Background: an optimization exercise with open tools, aiming at small area. Do not read the settings as production practice.
No functional check of the RTL was part of any run shown here.
No activity file was given, so power comes from the tool's default toggle rates.

[flow/run.sh]
#!/bin/bash
# synth_recipe.tcl (not shown) runs the flow's synth.tcl, then flattens the netlist and writes it again
# the make line also repeats each setting of config.mk as NAME=value (left out here)
make -C /OpenROAD-flow-scripts/flow DESIGN_CONFIG=/design/flow/config.mk WORK_HOME=/design/flow/orfs CLKGATE_MAP_FILE= SYNTH_SCRIPT=/design/flow/synth_recipe.tcl finish
[flow/design.v]
package ahb_master_pkg;
    localparam int ADDR_W     = 32;
    localparam int DATA_W     = 32;
    localparam int FIFO_DEPTH = 16;    
    localparam int CNT_W      = 5;
    localparam int BEAT_BYTES = 4;     
    typedef logic [ADDR_W-1:0] addr_t;
    typedef logic [DATA_W-1:0] data_t;
    typedef logic [3:0]        beat_cnt_t;
    typedef logic [CNT_W-1:0]  fifo_cnt_t;
    typedef enum logic [1:0] {
        BURST_SINGLE = 2'd0,
        BURST_INCR4  = 2'd1,
        BURST_INCR8  = 2'd2,
        BURST_INCR16 = 2'd3
    } burst_code_e;
    typedef enum logic [1:0] {
        HTRANS_IDLE   = 2'b00,
        HTRANS_BUSY   = 2'b01,
        HTRANS_NONSEQ = 2'b10,
        HTRANS_SEQ    = 2'b11
    } htrans_e;
    typedef logic [2:0] hburst_t;
    localparam hburst_t HBURST_SINGLE = 3'b000;
    localparam hburst_t HBURST_INCR4  = 3'b011;
    localparam hburst_t HBURST_INCR8  = 3'b101;
    localparam hburst_t HBURST_INCR16 = 3'b111;
    localparam logic [2:0] HSIZE_WORD = 3'b010;
    typedef struct packed {
        addr_t       addr;
        logic        write;     
        burst_code_e burst;
    } ahb_req_t;
    typedef struct packed {
        addr_t      haddr;
        htrans_e    htrans;
        hburst_t    hburst;
        logic [2:0] hsize;
        logic       hwrite;
        logic       hmastlock;
    } ahb_addr_phase_t;
endpackage
module ahb_req_regs (
    input  logic                    i_clk,
    input  logic                    i_reset_n,
    input  logic                    i_load,       
    input  ahb_master_pkg::ahb_req_t i_req,
    input  logic                    i_beat_adv,
    output ahb_master_pkg::addr_t   o_addr,
    output logic                    o_write,
    output ahb_master_pkg::hburst_t o_hburst,
    output logic                    o_last_beat
);
    ahb_master_pkg::addr_t     addr_q;
    logic                      write_q;
    logic [1:0]                burst_q;
    ahb_master_pkg::beat_cnt_t left_q;        
    logic [31:2]               addr_inc;
    logic [32:2]               addr_cy;
    assign addr_cy[2] = i_beat_adv;
    for (genvar i = 2; i < 32; i++) begin : g_inc
        assign addr_inc[i]  = addr_q[i] ^ addr_cy[i];
        assign addr_cy[i+1] = addr_q[i] & addr_cy[i];
    end
    always_ff @(posedge i_clk) begin
        if (i_load) begin
            addr_q  <= i_req.addr;
            write_q <= i_req.write;
            burst_q <= i_req.burst;
            left_q  <= {i_req.burst[1] & i_req.burst[0], i_req.burst[1],
                        |i_req.burst, |i_req.burst};
        end else begin
            addr_q[31:2] <= addr_inc;
            left_q       <= left_q - ahb_master_pkg::beat_cnt_t'(i_beat_adv);
        end
    end
    assign o_addr      = addr_q;
    assign o_write     = write_q;
    assign o_hburst    = {burst_q[1], burst_q[0], |burst_q};
    assign o_last_beat = (left_q == '0);
endmodule
module ahb_xfer_fsm (
    input  logic                      i_clk,
    input  logic                      i_reset_n,
    input  logic                      i_req_valid,
    input  logic                      i_write,
    input  logic                      i_last_beat,
    input  ahb_master_pkg::fifo_cnt_t i_wr_cnt,
    input  logic                      i_hready,
    input  logic                      i_hresp,
    output logic                      o_beat_adv,
    output logic [1:0]                o_htrans,
    output logic                      o_hmastlock,
    output logic                      o_wr_pop,
    output logic                      o_rd_push,
    output logic                      o_busy,
    output logic                      o_err
);
    logic [1:0] htrans_q;
    logic       busy_q;
    logic       dphase_q;
    logic       err_q;
    logic       addr_beat;
    logic       last_dphase;
    logic       wr_ready;
    logic [1:0] htrans_nxt;
    logic       busy_nxt;
    assign addr_beat   = htrans_q[1];                        
    assign last_dphase = (htrans_q == 2'b00) && dphase_q;    
    assign o_beat_adv  = addr_beat && i_hready && !i_last_beat;
    assign o_wr_pop    = dphase_q && i_hready && i_write;
    assign o_rd_push   = dphase_q && i_hready && !i_write;
    always_comb begin
        case ({addr_beat, o_wr_pop})
            2'b00:   wr_ready = !i_write || (i_wr_cnt != '0);
            2'b11:   wr_ready = !i_write || (i_wr_cnt >= ahb_master_pkg::fifo_cnt_t'(3));
            default: wr_ready = !i_write || (i_wr_cnt >= ahb_master_pkg::fifo_cnt_t'(2));
        endcase
    end
    always_comb begin
        htrans_nxt = htrans_q;
        busy_nxt   = busy_q;
        case (htrans_q)
            ahb_master_pkg::HTRANS_IDLE: begin
                if (!busy_q) begin
                    busy_nxt = i_req_valid;
                end else if (last_dphase) begin
                    if (i_hready) begin
                        busy_nxt = 1'b0;
                    end
                end else if (wr_ready) begin
                    htrans_nxt = ahb_master_pkg::HTRANS_NONSEQ;
                end
            end
            ahb_master_pkg::HTRANS_BUSY: begin
                if (i_hready && wr_ready) begin
                    htrans_nxt = ahb_master_pkg::HTRANS_SEQ;
                end
            end
            default: begin
                if (i_hready) begin
                    if (i_last_beat) begin
                        htrans_nxt = ahb_master_pkg::HTRANS_IDLE;
                    end else if (wr_ready) begin
                        htrans_nxt = ahb_master_pkg::HTRANS_SEQ;
                    end else begin
                        htrans_nxt = ahb_master_pkg::HTRANS_BUSY;
                    end
                end
            end
        endcase
    end
    always_ff @(posedge i_clk or negedge i_reset_n) begin
        if (!i_reset_n) begin
            htrans_q <= ahb_master_pkg::HTRANS_IDLE;
            busy_q   <= 1'b0;
            dphase_q <= 1'b0;
            err_q    <= 1'b0;
        end else begin
            htrans_q <= htrans_nxt;
            busy_q   <= busy_nxt;
            err_q    <= dphase_q && i_hready && i_hresp;
            if (i_hready) begin
                dphase_q <= addr_beat;
            end
        end
    end
    assign o_htrans    = htrans_q;
    assign o_hmastlock = |htrans_q;
    assign o_busy      = busy_q;
    assign o_err       = err_q;
endmodule
module ahb_data_fifo (
    input  logic                      i_clk,
    input  logic                      i_reset_n,
    input  logic                      i_push,
    input  ahb_master_pkg::data_t     i_data,
    input  logic                      i_pop,
    output ahb_master_pkg::data_t     o_data,
    output ahb_master_pkg::fifo_cnt_t o_count
);
    localparam int DEPTH = ahb_master_pkg::FIFO_DEPTH;
    ahb_master_pkg::data_t     mem [DEPTH];
    ahb_master_pkg::fifo_cnt_t cnt_q;
    logic                      do_push;
    logic                      do_pop;
    logic [3:0]                wr_idx;
    logic [DEPTH-1:0]          wr_sel;
    logic [DEPTH-1:0]          hold_sel;
    logic [DEPTH-1:0]          shift_sel;
    ahb_master_pkg::data_t     mem_n   [DEPTH];
    ahb_master_pkg::data_t     mem_nxt [DEPTH];
    ahb_master_pkg::data_t     data_n;
    assign do_push = i_push && !cnt_q[4];
    assign do_pop  = i_pop && (cnt_q != '0);
    assign data_n  = ~i_data;
    assign wr_idx  = cnt_q[3:0] - 4'(do_pop);
    always_comb begin
        for (int k = 0; k < DEPTH; k++) begin
            wr_sel[k] = do_push && (wr_idx == 4'(k));
        end
    end
    always_ff @(posedge i_clk or negedge i_reset_n) begin
        if (!i_reset_n) begin
            cnt_q <= '0;
        end else begin
            cnt_q <= cnt_q + ahb_master_pkg::fifo_cnt_t'(do_push)
                           - ahb_master_pkg::fifo_cnt_t'(do_pop);
        end
    end
    always_comb begin
        for (int k = 0; k < DEPTH; k++) begin
            mem_n[k]     = ~mem[k];
            hold_sel[k]  = !wr_sel[k] && !(do_pop && k < DEPTH - 1);
            shift_sel[k] = !wr_sel[k] && do_pop && k < DEPTH - 1;
        end
    end
    for (genvar k = 0; k < DEPTH; k++) begin : g_row
        ahb_fifo_row u_row (
            .i_hold   (hold_sel[k]),
            .i_shift  (shift_sel[k]),
            .i_write  (wr_sel[k]),
            .i_self_n (mem_n[k]),
            .i_next_n (mem_n[(k + 1) % DEPTH]),
            .i_data_n (data_n),
            .o_d      (mem_nxt[k])
        );
    end
    always_ff @(posedge i_clk) begin
        for (int k = 0; k < DEPTH; k++) begin
            mem[k] <= mem_nxt[k];
        end
    end
    assign o_data  = mem[0];
    assign o_count = cnt_q;
endmodule
module ahb_fifo_row (
    input  logic                  i_hold,
    input  logic                  i_shift,
    input  logic                  i_write,
    input  ahb_master_pkg::data_t i_self_n,
    input  ahb_master_pkg::data_t i_next_n,
    input  ahb_master_pkg::data_t i_data_n,
    output ahb_master_pkg::data_t o_d
);
    assign o_d = ~(({ahb_master_pkg::DATA_W{i_hold}}  & i_self_n)
                 | ({ahb_master_pkg::DATA_W{i_shift}} & i_next_n)
                 | ({ahb_master_pkg::DATA_W{i_write}} & i_data_n));
endmodule
module ahb_master (
    input  logic                            i_clk,
    input  logic                            i_reset_n,
    input  logic                            i_req_valid,
    input  ahb_master_pkg::ahb_req_t        i_req,
    input  logic                            i_wdata_valid,
    input  ahb_master_pkg::data_t           i_wdata,
    output logic                            o_rdata_valid,
    output ahb_master_pkg::data_t           o_rdata,
    output logic                            o_busy,
    output logic                            o_err,
    output ahb_master_pkg::ahb_addr_phase_t o_ahb,
    output ahb_master_pkg::data_t           o_hwdata,
    input  ahb_master_pkg::data_t           i_hrdata,
    input  logic                            i_hready,
    input  logic                            i_hresp
);
    logic      beat_adv;
    ahb_master_pkg::addr_t     cur_addr;
    logic      req_write;
    ahb_master_pkg::hburst_t   req_hburst;
    logic      last_beat;
    logic [1:0] htrans;
    logic      mastlock;
    logic      wr_pop;
    logic      rd_push;
    ahb_master_pkg::fifo_cnt_t wr_cnt;
    logic      rdata_valid_q;
    ahb_master_pkg::data_t     rdata_q;
    ahb_req_regs u_req_regs (
        .i_clk       (i_clk),
        .i_reset_n   (i_reset_n),
        .i_load      (!o_busy),
        .i_req       (i_req),
        .i_beat_adv  (beat_adv),
        .o_addr      (cur_addr),
        .o_write     (req_write),
        .o_hburst    (req_hburst),
        .o_last_beat (last_beat)
    );
    ahb_xfer_fsm u_xfer_fsm (
        .i_clk       (i_clk),
        .i_reset_n   (i_reset_n),
        .i_req_valid (i_req_valid),
        .i_write     (req_write),
        .i_last_beat (last_beat),
        .i_wr_cnt    (wr_cnt),
        .i_hready    (i_hready),
        .i_hresp     (i_hresp),
        .o_beat_adv  (beat_adv),
        .o_htrans    (htrans),
        .o_hmastlock (mastlock),
        .o_wr_pop    (wr_pop),
        .o_rd_push   (rd_push),
        .o_busy      (o_busy),
        .o_err       (o_err)
    );
    ahb_data_fifo u_wr_fifo (
        .i_clk     (i_clk),
        .i_reset_n (i_reset_n),
        .i_push    (i_wdata_valid),
        .i_data    (i_wdata),
        .i_pop     (wr_pop),
        .o_data    (o_hwdata),        
        .o_count   (wr_cnt)
    );
    always_ff @(posedge i_clk or negedge i_reset_n) begin
        if (!i_reset_n) begin
            rdata_valid_q <= 1'b0;
        end else begin
            rdata_valid_q <= rd_push;
        end
    end
    always_ff @(posedge i_clk) begin
        rdata_q <= i_hrdata;
    end
    assign o_rdata_valid = rdata_valid_q;
    assign o_rdata       = rdata_q;
    assign o_ahb.haddr     = cur_addr;
    assign o_ahb.htrans    = ahb_master_pkg::htrans_e'(htrans);
    assign o_ahb.hburst    = req_hburst;
    assign o_ahb.hsize     = ahb_master_pkg::HSIZE_WORD;
    assign o_ahb.hwrite    = req_write;
    assign o_ahb.hmastlock = mastlock;
endmodule
[flow/config.mk]
export PLATFORM = sky130hd
export DESIGN_NAME = ahb_master
export DESIGN_NICKNAME = ahb_master
export VERILOG_FILES = /design/flow/design.v
export SDC_FILE = /design/flow/constraint.sdc
export NUM_CORES = 4
export LEC_CHECK = 0
export CAP_MARGIN = 20
export CORE_MARGIN = 2
export CORE_UTILIZATION = 40
export SLEW_MARGIN = 20
export SYNTH_HIERARCHICAL = 1
[flow/constraint.sdc]
create_clock -name core_clock -period 6.0 [get_ports {i_clk}]
set_input_delay 1.2000 -clock core_clock [delete_from_list [all_inputs] [get_ports {i_clk}]]
set_output_delay 1.2000 -clock core_clock [all_outputs]
set_load 0.01 [all_outputs]
==> impl_metrics.tcl, run 1 <==
set metrics [dict create \
    finish.instance_area_um2 27240 \
    ctsLongestPathBuffers 3 \
    min_period_ps 5738 \
    finalCritPeriodShare_pct 95.64 \
    power.leakage_nw 13.05 \
    fmax_mhz 174.3 \
    cp_slowest_cell "mux2_4" \
    grt_pass1_vias 17400 \
    postRouteAntennaNets 0 \
    insertion_delay_ps 610 \
    detailedRoute.firstIterationViolations 3520 \
    remaining_drc_errors 0 \
    gp_congestion 0.7968 \
    rsz0062_at_grt "false" \
    portBuffers 210 \
    viasPerCell 5.838 \
    crit_path_end_kind "register" \
    multi_input_area_um2 7430 \
    cts_sinks 594 \
    ys.warnings.count 15 \
    outcome "complete, no violations" \
    p_per_area_nw_per_um2 564.9 \
    synth_seq_area_share_pct 53.46 \
    instances_no_fill 3002 \
    reg2reg_to "u_req_regs.addr_q[30]" \
    cts_setup_buffers 0 \
    hold_violations 0 \
    clockRootBuffer "clkbuf_16" \
    die-height_um 240.9 \
    numCtsBuffers 66 \
    drt_pass1_iterations 12 \
    hold_start "u_wr_fifo.mem[10][30]" \
    switching_share_pct 32.18 \
    seq_power_share_pct 40.2 \
    grt_pass1_wl_um 99860 \
    maxCapViolations 0 \
    fin_worst_skew_ps 27.29 \
    slew_headroom_pct 27.66 \
    crit_fanout 3 \
    yosys.area.top_type_share_pct 51.56 \
    totalWireLength_um 65180 \
    final_common_cell "dfxtp_1" \
    power_w 0.01539 \
    r2r_setup_slack_ps 310 \
    p_sw_w 0.004952 \
    cts_max_level 3 \
    dp_cells 2882 \
    ys_types 48 \
    p_clk_share_pct 26.3 \
    synth_edf_count 5 \
    dieArea_um2 58010 \
    reg2regPathDepth 33 \
    post_dp_cell_area_um2 25040 \
    async_flop_share_pct 1.852 \
    num_rows 86 \
    overflow 0 \
    grt_max_degree 42 \
    ios 214 \
    nets 2350 \
    area_growth_pct 21.40 \
    peakVddDrop_mv 0.2127 \
    initial_core_util_pct 40.58 \
    critPathKind "input pin to register" \
    track_usage_pct 22.06 \
    synth_largest_area_cell "dfxtp_1" \
    clkTransAtPathRegs_ps 50 \
    ys.flop_type "dfxtp_1" \
    arrival_ps 6230 \
    finalMaxSlewViolations 0 \
    synth_area_um2 22440 \
    cpPeakStageDelay_ps 250 \
    antenna_found_initial 0 \
    drive_gt1_share_pct 12.33 \
    routedWlPerCell_um 21.71 \
    core_area_um2 55310 \
    synth_seq_cells 594 \
    cts_tree "yes" \
    diodes 0 \
    vias 17530 \
    whs_path_depth 2 \
    die_w_um 240.9 \
    place_hpwl_um 40060 \
    min_to "u_wr_fifo.mem[9][30]" \
    netlist_instances 2024 \
    synth_top_cells_by_area "dfxtp_1 52%, a222oi_1 23%, inv_1 9.4%" \
    layout_common_cells "578 x dfxtp_1, 559 x inv_1, 512 x a222oi_1" \
    critPathRequiredTime_ps 6490 \
    seqCellArea_um2 12000 \
    comb_power_share_pct 33.5 \
    avgSynthCellArea_um2 11.09 \
    hold_path.class "register to register" \
    cp-start-kind "input pin" \
    tightest_slew_ps 1085 \
    rr_startpoint "u_req_regs.left_q[1]" \
    intPower_w 0.01044 \
    crit_top_cell "ha_4" \
    final.fill_count 5025 \
    fin_util_pct 49.26 \
    setup_viol 0 \
]
==> worst max-delay path: cells and delay by family <==
family / cells / cell delay [ps]
and+or+nand+nor: 2 / 140
adders and majority gates: 29 / 4430
muxes: 1 / 250
buffers and inverters: 1 / 140
==> kinds of logic after synthesis <==
logic type               after synthesis  share of synthesized area [%]
flip-flops                           594                          53.46
multiplexers                          29                          1.857
AO/OA/AOI/OAI                        561                          24.30
other                                  3                        0.05017
adder cells (fa/ha/maj)               43                          2.431
XOR/XNOR                              11                         0.4963
AND/OR/NAND/NOR                       60                          1.438
buffers and inverters                723                          15.97
==> power groups by stage <==
stage	logic, W	clock network, W	registers [W]
floorplan	0.00370	0	0.00624
global placement	0.00491	0	0.00622
detailed placement	0.00507	0	0.00628
CTS	0.00510	0.00413	0.00620
global route	0.00561	0.00429	0.00636
finish	0.00515	0.00405	0.00619
==> metrics by stage <==
step                hold WS, ps  setup WS [ps]  TNS (ps)
finish                    465.1          261.9         0
global route              479.6          137.4         0
CTS                       464.6          75.09         0
detailed placement        456.4         -802.9     -3257
global placement          453.1         -767.1     -3003
floorplan                 442.5         -114.1    -114.1
==> final cells by class <==
| cell class | instances | share of cell area (%) |
|---|---|---|
| Sequential cell | 594 | 44.03 |
| Multi-Input combinational cell | 712 | 27.27 |
| Timing Repair Buffer | 266 | 9.424 |
| Inverter | 562 | 7.743 |
| Clock buffer | 103 | 7.160 |
| Tap cell | 748 | 3.435 |
| Clock inverter | 17 | 0.9323 |
==> modules after synthesis (local to each module, per instance) <==
module	times used	cells inside	cell area (um2)	flip-flops and latches
ahb_xfer_fsm	1	33	307.8	5
ahb_fifo_row	16	41	402.9	0
ahb_data_fifo	1	1173	13170	517
ahb_req_regs	1	121	1802	39
ahb_master	1	41	714.4	33
==> flip-flops by register name, summed over array words and instances, names as in the netlist, 2 cells and up, named ones only <==
| register | count |
|---|---|
| rdata_q | 32 |
| u_req_regs.burst_q | 2 |
| u_req_regs.addr_q | 32 |
| u_wr_fifo.cnt_q | 5 |
| u_wr_fifo.mem | 512 |
| u_req_regs.left_q | 4 |
==> per-layer routing <==
layer	GRT usage, %	vias to the layer above	part of all wire (%)
met4	7.538	0	2.7
li1	-	7988	-
met5	0	-	0
met2	36.35	890	46
met1	28.09	8530	41
met3	5.662	118	10
==> how the worst max path moves through the flow <==
| stage | startpoint | endpoint | slack, ps | cells past startpoint |
|---|---|---|---|---|
| 5_1_grt | u_req_regs.left_q[1] | u_req_regs.addr_q[30] | 140 | 33 |
| 6_report | i_hready | u_req_regs.addr_q[30] | 260 | 33 |
| 3_5_place_dp | i_hready | u_req_regs.addr_q[30] | -800 | 33 |
| 2_1_floorplan | i_hready | u_req_regs.addr_q[30] | -110 | 32 |
| 4_1_cts | i_hready | u_req_regs.addr_q[30] | 80 | 33 |
| 3_3_place_gp | i_hready | u_req_regs.addr_q[30] | -770 | 33 |
==> synthesized netlist by cell type (3+ instances only) <==
cell type,count
nor2_1,20
buf_2,51
dfrtp_1,11
nand3_1,3
buf_4,6
nand2_1,12
a21oi_1,25
nor3_1,5
inv_1,560
nor4b_1,3
ha_1,42
nor2_2,3
conb_1,3
o21ai_0,6
buf_6,100
a222oi_1,512
mux2_2,5
a21oi_2,9
dfxtp_1,578
mux2_4,24
edfxtp_1,5
xnor2_1,8
==> what timing repair did <==
action | 4_1_cts | 5_1_grt
hold buffers | 0 | 0
gates resized for setup | 1 | 2
setup endpoints to repair | 3 | 2
==> run 2, diff against run 1 <==
--- a/flow/design.v
+++ b/flow/design.v
@@ -56,11 +56,11 @@
     logic [1:0]                burst_q;
     ahb_master_pkg::beat_cnt_t left_q;        
     logic [31:2]               addr_inc;
-    logic [32:2]               addr_cy;
-    assign addr_cy[2] = i_beat_adv;
+    logic [32:2]               addr_ones;
+    assign addr_ones[2] = 1'b1;
     for (genvar i = 2; i < 32; i++) begin : g_inc
-        assign addr_inc[i]  = addr_q[i] ^ addr_cy[i];
-        assign addr_cy[i+1] = addr_q[i] & addr_cy[i];
+        assign addr_ones[i+1] = addr_ones[i] & addr_q[i];
+        assign addr_inc[i]    = addr_q[i] ^ (i_beat_adv & addr_ones[i]);
     end
     always_ff @(posedge i_clk) begin
         if (i_load) begin
@@ -180,7 +180,10 @@
     output ahb_master_pkg::fifo_cnt_t o_count
 );
     localparam int DEPTH = ahb_master_pkg::FIFO_DEPTH;
-    ahb_master_pkg::data_t     mem [DEPTH];
+    ahb_master_pkg::data_t     mem     [DEPTH];
+    ahb_master_pkg::data_t     mem_nxt [DEPTH];
+    logic [DEPTH-1:0]          pol_q;
+    logic [DEPTH-1:0]          pol_nxt;
     ahb_master_pkg::fifo_cnt_t cnt_q;
     logic                      do_push;
     logic                      do_pop;
@@ -188,31 +191,16 @@
     logic [DEPTH-1:0]          wr_sel;
     logic [DEPTH-1:0]          hold_sel;
     logic [DEPTH-1:0]          shift_sel;
-    ahb_master_pkg::data_t     mem_n   [DEPTH];
-    ahb_master_pkg::data_t     mem_nxt [DEPTH];
-    ahb_master_pkg::data_t     data_n;
     assign do_push = i_push && !cnt_q[4];
     assign do_pop  = i_pop && (cnt_q != '0);
-    assign data_n  = ~i_data;
     assign wr_idx  = cnt_q[3:0] - 4'(do_pop);
     always_comb begin
         for (int k = 0; k < DEPTH; k++) begin
-            wr_sel[k] = do_push && (wr_idx == 4'(k));
-        end
-    end
-    always_ff @(posedge i_clk or negedge i_reset_n) begin
-        if (!i_reset_n) begin
-            cnt_q <= '0;
-        end else begin
-            cnt_q <= cnt_q + ahb_master_pkg::fifo_cnt_t'(do_push)
-                           - ahb_master_pkg::fifo_cnt_t'(do_pop);
-        end
-    end
-    always_comb begin
-        for (int k = 0; k < DEPTH; k++) begin
-            mem_n[k]     = ~mem[k];
-            hold_sel[k]  = !wr_sel[k] && !(do_pop && k < DEPTH - 1);
+            wr_sel[k]    = do_push && (wr_idx == 4'(k));
             shift_sel[k] = !wr_sel[k] && do_pop && k < DEPTH - 1;
+            hold_sel[k]  = !wr_sel[k] && !shift_sel[k];
+            pol_nxt[k]   = !((hold_sel[k] && pol_q[k])
+                          || (shift_sel[k] && pol_q[(k + 1) % DEPTH]));
         end
     end
     for (genvar k = 0; k < DEPTH; k++) begin : g_row
@@ -220,32 +208,41 @@
             .i_hold   (hold_sel[k]),
             .i_shift  (shift_sel[k]),
             .i_write  (wr_sel[k]),
-            .i_self_n (mem_n[k]),
-            .i_next_n (mem_n[(k + 1) % DEPTH]),
-            .i_data_n (data_n),
+            .i_self   (mem[k]),
+            .i_next   (mem[(k + 1) % DEPTH]),
+            .i_data   (i_data),
             .o_d      (mem_nxt[k])
         );
     end
+    always_ff @(posedge i_clk or negedge i_reset_n) begin
+        if (!i_reset_n) begin
+            cnt_q <= '0;
+        end else begin
+            cnt_q <= cnt_q + ahb_master_pkg::fifo_cnt_t'(do_push)
+                           - ahb_master_pkg::fifo_cnt_t'(do_pop);
+        end
+    end
     always_ff @(posedge i_clk) begin
+        pol_q <= pol_nxt;
         for (int k = 0; k < DEPTH; k++) begin
             mem[k] <= mem_nxt[k];
         end
     end
-    assign o_data  = mem[0];
+    assign o_data  = mem[0] ^ {ahb_master_pkg::DATA_W{pol_q[0]}};
     assign o_count = cnt_q;
 endmodule
 module ahb_fifo_row (
     input  logic                  i_hold,
     input  logic                  i_shift,
     input  logic                  i_write,
-    input  ahb_master_pkg::data_t i_self_n,
-    input  ahb_master_pkg::data_t i_next_n,
-    input  ahb_master_pkg::data_t i_data_n,
+    input  ahb_master_pkg::data_t i_self,
+    input  ahb_master_pkg::data_t i_next,
+    input  ahb_master_pkg::data_t i_data,
     output ahb_master_pkg::data_t o_d
 );
-    assign o_d = ~(({ahb_master_pkg::DATA_W{i_hold}}  & i_self_n)
-                 | ({ahb_master_pkg::DATA_W{i_shift}} & i_next_n)
-                 | ({ahb_master_pkg::DATA_W{i_write}} & i_data_n));
+    assign o_d = ~(({ahb_master_pkg::DATA_W{i_hold}}  & i_self)
+                 | ({ahb_master_pkg::DATA_W{i_shift}} & i_next)
+                 | ({ahb_master_pkg::DATA_W{i_write}} & i_data));
 endmodule
 module ahb_master (
     input  logic                            i_clk,
==> flow/flow/run.sh (new file) <==
#!/bin/bash
# Layout with the standard flow, except that ports are buffered with the
# smallest buffer and the clock tree uses small clock buffers without dummy
# loads. Each step's full log is kept under orfs/logs; make's output goes to
# flow_make.log here.
set -euo pipefail
export BUFFER_PORTS_ARGS="-buffer_cell sky130_fd_sc_hd__buf_1"
export CTS_ARGS="-sink_clustering_enable -repair_clock_nets -dont_use_dummy_load -buf_list {sky130_fd_sc_hd__clkbuf_4 sky130_fd_sc_hd__clkbuf_8}"
bash standard.sh finish > flow_make.log 2>&1
==> flow/standard.sh (new file) <==
#!/bin/bash
# synth_recipe.tcl (not shown) runs the flow's synth.tcl, then flattens the netlist and writes it again
# the make line also repeats each setting of config.mk as NAME=value (left out here)
make -C /OpenROAD-flow-scripts/flow DESIGN_CONFIG=/design/flow/config.mk WORK_HOME=/design/flow/orfs CLKGATE_MAP_FILE= SYNTH_SCRIPT=/design/flow/synth_recipe.tcl "${@:-finish}"
removed: flow/run.sh
==> impl_metrics.tcl, run 2 <==
set metrics [dict create \
    hold_buffers 0 \
    ys.warnings.count 13 \
    core_area_um2 52450 \
    synth_edf_count 5 \
    r2r_setup_slack_ps 1960 \
    critPathRequiredTime_ps 6570 \
    crit_path_end_kind "register" \
    finalMaxSlewViolations 0 \
    multi_input_area_um2 7533 \
    seqCellArea_um2 12320 \
    intPower_w 0.009965 \
    whs_path_depth 1 \
    insertion_delay_ps 710 \
    p_clk_share_pct 19.1 \
    seq_power_share_pct 51.6 \
    synth_largest_area_cell "dfxtp_1" \
    comb_power_share_pct 29.2 \
    routedWlPerCell_um 25.25 \
    peakVddDrop_mv 0.2563 \
    numCtsBuffers 98 \
    p_per_area_nw_per_um2 646.3 \
    reg2regPathDepth 12 \
    reg_top3 "u_wr_fifo.mem (512), rdata_q (32), u_req_regs.addr_q (32)" \
    grt_max_degree 43 \
    ys_types 57 \
    totalWireLength_um 64160 \
    tightest_slew_ps 1146 \
    clockRootBuffer "clkbuf_8" \
    track_usage_pct 22.50 \
    ys_top_cells_by_count "594 x dfxtp_1, 512 x a222oi_1, 96 x buf_6" \
    cts_sinks 610 \
    overflow 0 \
    final_common_cell "dfxtp_1" \
    cp_slowest_cell "o21ai_0" \
    num_rows 84 \
    nets 1975 \
    synth_seq_area_share_pct 58.11 \
    cts_tree "yes" \
    antenna_found_initial 2 \
    crit_fanout 34 \
    final.fill_count 4864 \
    vias 17200 \
    die_w_um 234.2 \
    min_to "u_wr_fifo.pol_q[15]" \
    power.leakage_nw 8.308 \
    switching_share_pct 33.76 \
    synth_top_cells_by_area "dfxtp_1 56%, a222oi_1 24%, buf_6 5.1%" \
    min_period_ps 4125 \
    cts_max_level 3 \
    clkTransAtPathRegs_ps 50 \
    cts_setup_buffers 0 \
    dieArea_um2 54850 \
    cpPeakStageDelay_ps 800 \
    synth_most_common_cell "dfxtp_1" \
    hold_path.class "register to register" \
    fmax_mhz 242.4 \
    postRouteAntennaNets 0 \
    diodes 0 \
    cp-start-kind "input pin" \
    initial_core_util_pct 40.41 \
    maxCapViolations 0 \
    fin_worst_skew_ps 108.1 \
    layout_common_cells "593 x dfxtp_1, 512 x a222oi_1, 208 x buf_1" \
    largest_reg_flops 512 \
    netlist_instances 1669 \
    crit_chain "buf_1 > nand3_1 > inv_1 > o41ai_4 > inv_1 > ha_1 > a21boi_0 > o21ai_0 > or2_4 > inv_1 > buf_4 > a222oi_1" \
    outcome "complete, no violations" \
    area_growth_pct 9.817 \
    remaining_drc_errors 0 \
    place_hpwl_um 39900 \
    synth_seq_cells 610 \
    setup_viol 0 \
    detailedRoute.firstIterationViolations 3573 \
    grt_pass1_vias 16330 \
    ios 214 \
    reg2reg_to "u_wr_fifo.mem[15][7]" \
    hold_violations 0 \
    drive_gt1_share_pct 11.01 \
    grt_pass1_wl_um 95950 \
    async_flop_share_pct 1.803 \
    setup_tns_ps 0 \
    rsz0062_at_grt "false" \
    arrival_ps 4690 \
    p_sw_w 0.005079 \
    avgSynthCellArea_um2 12.70 \
    gp_congestion 0.8390 \
    rr_startpoint "u_wr_fifo.cnt_q[2]" \
    hold_start "u_wr_fifo.pol_q[15]" \
    synth_area_um2 21200 \
    regMostFlops "u_wr_fifo.mem" \
    crit_top_cell "inv_1" \
    yosys.area.top_type_share_pct 56.10 \
    hold_slack_ps 396.5 \
    portBuffers 210 \
    critPathKind "input pin to register" \
    viasPerCell 6.768 \
    die-height_um 234.2 \
    ctsLongestPathBuffers 3 \
    ys.flop_type "dfxtp_1" \
    finalCritPeriodShare_pct 68.76 \
    cts_resized 0 \
    drt_pass1_iterations 12 \
    slew_headroom_pct 23.61 \
]
## run 2: power by group through the flow
stage,Clock (W),Sequential (W),Combinational (W)
final,0.00288,0.00777,0.00440
after floorplan,0,0.00722,0.00357
after global routing,0.00311,0.00798,0.00479
after global placement,0,0.00775,0.00421
after CTS,0.00295,0.00772,0.00437
after detailed placement,0,0.00779,0.00436
## run 2: critical path, delay by kind of cell
family	cells	cell delay, ps
AOI/OAI and AO/OA	4	1320
adders and majority gates	1	250
buffers and inverters	5	1120
and+or+nand+nor	2	770
## run 2: cell type report
| cell class | instances | share of cell area (%) |
|---|---|---|
| multi-input cells | 869 | 32.37 |
| inverters | 21 | 0.3387 |
| well taps | 688 | 3.698 |
| repair buffers | 255 | 4.881 |
| flip-flops and latches | 610 | 52.92 |
| clock buffers | 98 | 5.795 |
## run 2: through the flow
stage,area (um2),util [%],setup WS [ps],power (W),cells
after global placement,21880,41.72,1284,0.01197,2442
after global routing,23280,44.38,1620,0.01588,2541
final,23280,44.38,1875,0.01504,2541
after detailed placement,21920,41.80,1265,0.01214,2443
after floorplan,21210,-,2322,0.01079,1674
after CTS,23270,44.37,1983,0.01504,2541
## run 2: worst max path at each step
stage	start	end	cells past startpoint	slack, ps
after global placement	i_hready	u_wr_fifo.mem[4][30]	12	1280
after CTS	i_hready	u_wr_fifo.mem[15][7]	12	1980
final	i_hready	u_wr_fifo.mem[15][7]	12	1870
after floorplan	i_hready	u_wr_fifo.mem[7][10]	12	2320
after global routing	i_hready	u_wr_fifo.mem[15][13]	12	1620
after detailed placement	i_hready	u_wr_fifo.mem[15][7]	12	1270
## run 2: per-module statistics from Yosys, one instance, submodules excluded
module         cell area, um2  copies in the design  cells  flip-flops and latches
ahb_data_fifo           11800                     1    714                     533
ahb_req_regs             1934                     1    224                      39
ahb_master              714.4                     1     41                      33
ahb_fifo_row            402.9                    16     41                       0
ahb_xfer_fsm            299.0                     1     34                       5
## run 2: per-layer routing
| layer | GRT usage, % | wire length [um] | vias to the layer above |
|---|---|---|---|
| met5 | 0 | 27 | - |
| met4 | 8.525 | 1895 | 4 |
| met3 | 5.508 | 6550 | 131 |
| met2 | 36.51 | 30230 | 997 |
| met1 | 28.90 | 25460 | 8540 |
| li1 | - | - | 7525 |
## run 2: logic make-up (layout without fill, tap and decap cells)
group,count (synthesis),in the layout,share of synthesized area (%)
fa+ha+maj,15,15,0.9209
simple gates,200,200,4.687
flops,610,610,58.11
compound gates,591,591,26.62
other cells,3,8,0.05312
xor+xnor,53,53,2.190
mux,2,2,0.1004
buf+inv,195,374,7.314

## what the ideal ports hide
In the flow no input, the clock included, has a driving cell. The finished layouts below were timed again as built, in two steps.
Step 1, drivers: a clkbuf_16 drives i_clk and a buf_2 each remaining input, both assumed.
Step 2 adds t to the input delays and takes it off the output delays; t is the mean of the earliest and latest rising clock arrival at the registers after step 1. Input paths then give back, and output paths get back, about the clock's delay inside the block.
Three values: ideal ports, drivers, drivers and shift; two values: the first two.
run	shift t [ns]	setup slack, ns	worst register clock-pin slew, ns	worst slew at a driven data input, ns	pins driven straight from the clock port
run 1	0.653	0.262 / 0.297 / -0.356	0.06 / 0.06	0.07	1
run 2	0.702	1.875 / 1.904 / 1.202	0.06 / 0.06	0.09	1
Met with ideal ports but missed after step 2: setup timing in run 1. For run 2, which loses most, drivers alone change the setup slack by +0.029 ns; drivers and shift together by -0.673 ns.
